What follows belongs to an exercise in optimizing a design on an open flow for small area and few clock cycles per item; a production flow would make more cautious choices. In this exercise RTL edits were held to simulation tests only and were not proved equivalent to the original.

Design fp_mult_pipe, start of the top module:
module fp_mult_pipe #(
    parameter int EXP_W = 8,
    parameter int MAN_W = 23
) (
    input  logic                 clk,
    input  logic                 rst,
    input  logic                 in_valid,
    output logic                 in_ready,
    input  logic [EXP_W+MAN_W:0] a,
    input  logic [EXP_W+MAN_W:0] b,
    input  logic [2:0]           rnd,
    output logic                 out_valid,
    input  logic                 out_ready,
    output logic [EXP_W+MAN_W:0] z,
    output logic [7:0]           status
);
    localparam logic [1:0] RC_NE = 2'd0;     
    localparam logic [1:0] RC_NU = 2'd1;     
    localparam logic [1:0] RC_Z  = 2'd2;     
    localparam logic [1:0] RC_A  = 2'd3;     
    localparam logic [1:0] SP_NONE = 2'd0;
    localparam logic [1:0] SP_ZERO = 2'd1;
    localparam logic [1:0] SP_INF  = 2'd2;
    localparam logic [1:0] SP_NAN  = 2'd3;
    logic v_r;
    logic adv_s;
    assign adv_s     = !v_r || out_ready;
    assign in_ready  = adv_s && !rst;
    assign out_valid = v_r;
    always_ff @(posedge clk) begin
        if (rst) begin
            v_r <= 1'b0;
        end else if (adv_s) begin
            v_r <= in_valid;
        end
    end
    logic [7:0]  ea_s, eb_s;
    logic [22:0] fa_s, fb_s;
    logic        a_zero_s, a_inf_s, a_nan_s;
    logic        b_zero_s, b_inf_s, b_nan_s;
    logic        sign_s;
    logic [1:0]  sp_s, rc_s;
    logic [8:0]  esum_s;
    logic [23:0] ma_s, mb_s;
    logic [25:0] prod_hi_s;      
    logic        low_s;          
    always_comb begin
        ea_s     = a[30:23];
        eb_s     = b[30:23];
        fa_s     = a[22:0];
        fb_s     = b[22:0];
        sign_s   = a[31] ^ b[31];
        a_zero_s = (ea_s == 8'h00);
        b_zero_s = (eb_s == 8'h00);
        a_inf_s  = (ea_s == 8'hFF) && (fa_s == 23'd0);
        b_inf_s  = (eb_s == 8'hFF) && (fb_s == 23'd0);
        a_nan_s  = (ea_s == 8'hFF) && (fa_s != 23'd0);
        b_nan_s  = (eb_s == 8'hFF) && (fb_s != 23'd0);
        if (a_nan_s || b_nan_s || (a_inf_s && b_zero_s) || (a_zero_s && b_inf_s)) begin
            sp_s = SP_NAN;
        end else if (a_inf_s || b_inf_s) begin
            sp_s = SP_INF;
        end else if (a_zero_s || b_zero_s) begin
            sp_s = SP_ZERO;
        end else begin
            sp_s = SP_NONE;
        end
        case (rnd)
  ...
export LEC_CHECK = 0
export ABC_AREA = 1
export CAP_MARGIN = 20
export CORE_MARGIN = 2
export CORE_UTILIZATION = 40
export SLEW_MARGIN = 20
create_clock -name core_clock -period 7.5 [get_ports {clk}]
standard.sh (not shown) runs the stock make flow with config.mk's settings and CLKGATE_MAP_FILE= SYNTH_SCRIPT=/design/flow/synth_recipe.tcl, a recipe that flattens the netlist after the stock synthesis.
==> flow/flow/run.sh <==
#!/bin/bash
# The standard layout (standard.sh: the standard flow's synthesis and ORFS flow), with every
# input and output port buffered by a plain buf_1 instead of the default port
# buffer cell. The make output is kept in flow_make.log; each ORFS step writes
# its own log under orfs/logs/.
set -euo pipefail
export BUFFER_PORTS_ARGS="-buffer_cell sky130_fd_sc_hd__buf_1"
bash standard.sh finish > flow_make.log 2>&1
The starting point completed without violations.
Testbench counts at the start, summed over its fixed seeds: cycles 12,008, items 12,000.
Change:
==> flow/flow/run.sh (replaced) <==
#!/bin/bash
# The standard layout (standard.sh: the standard flow's synthesis and ORFS flow), with every
# input and output port buffered by a plain buf_1 instead of the default port
# buffer cell, and the timing-driven global placement's resizer changes not
# kept (GPL_KEEP_OVERFLOW=0): repair_timing after CTS fixes what is needed.
# its own log under orfs/logs/.
set -euo pipefail
export BUFFER_PORTS_ARGS="-buffer_cell sky130_fd_sc_hd__buf_1"
export GPL_KEEP_OVERFLOW=0
bash standard.sh finish > flow_make.log 2>&1
CORE_UTILIZATION = 60   (was 40)
CTS_BUF_LIST = sky130_fd_sc_hd__clkbuf_4 sky130_fd_sc_hd__clkbuf_8   (was not set)
The new run finished with timing, DRC and antenna clean.
Final area came out lower by a few percent.
Die area drops by a quarter to a third.
Register-to-register slack gets better by 0.24 ns.
Synthesized cell count is unchanged.
Setup slack got worse by 0.23 ns.
Routed wire length goes down slightly.
Synthesized area is unchanged.
Flip-flop and latch count is unchanged.
Sequential share of layout area rises by 0.25 points.
Change:
--- a/flow/flow/run.sh
+++ b/flow/flow/run.sh
@@ -4,5 +4,6 @@
 # buffer cell, and the timing-driven global placement's resizer changes not
 # kept (GPL_KEEP_OVERFLOW=0): repair_timing after CTS fixes what is needed.
-# its own log under orfs/logs/.
+# The make output is kept in flow_make.log; each ORFS step writes its own log
+# under orfs/logs/.
 set -euo pipefail
 export BUFFER_PORTS_ARGS="-buffer_cell sky130_fd_sc_hd__buf_1"
CORE_UTILIZATION = 70   (was 60)
Result: The new run went through all stages and came out clean; design area drops by 0.56%; cell count drops by 2.7%; via count climbs by 3.4%.

-- separate check: timing with driven ports --
How much do the figures lean on ideal ports? The routed layouts below were timed once more, with nothing changed but the port constraints. Step 1 (the two cells are an assumption about what drives the block):
set clk [get_ports {clk}]
set_driving_cell -lib_cell sky130_fd_sc_hd__clkbuf_16 $clk
set_driving_cell -lib_cell sky130_fd_sc_hd__buf_2 [delete_from_list [all_inputs] $clk]
Step 2 times the ports against the registers' clock, not the clock port: input delays grow and output delays shrink by t, the midpoint of the rising clock arrivals with the driver on. Three values: ideal ports, drivers, drivers and shift; two values: the first two.
| run | t, ns | setup slack, ns | clock arrival spread, ns |
|---|---|---|---|
| the first run | 0.324 | 0.410 / 0.419 / 0.096 | 0.009 / 0.009 |
| the second run | 0.349 | 0.183 / 0.178 / -0.171 | 0.010 / 0.010 |
| the third run | 0.346 | 0.134 / 0.148 / -0.197 | 0.015 / 0.015 |
Met with ideal ports but missed after step 2: setup timing in the second run and the third run. The setup slack of the second run, which loses most, moves by -0.005 ns with the drivers and by -0.354 ns with both steps.
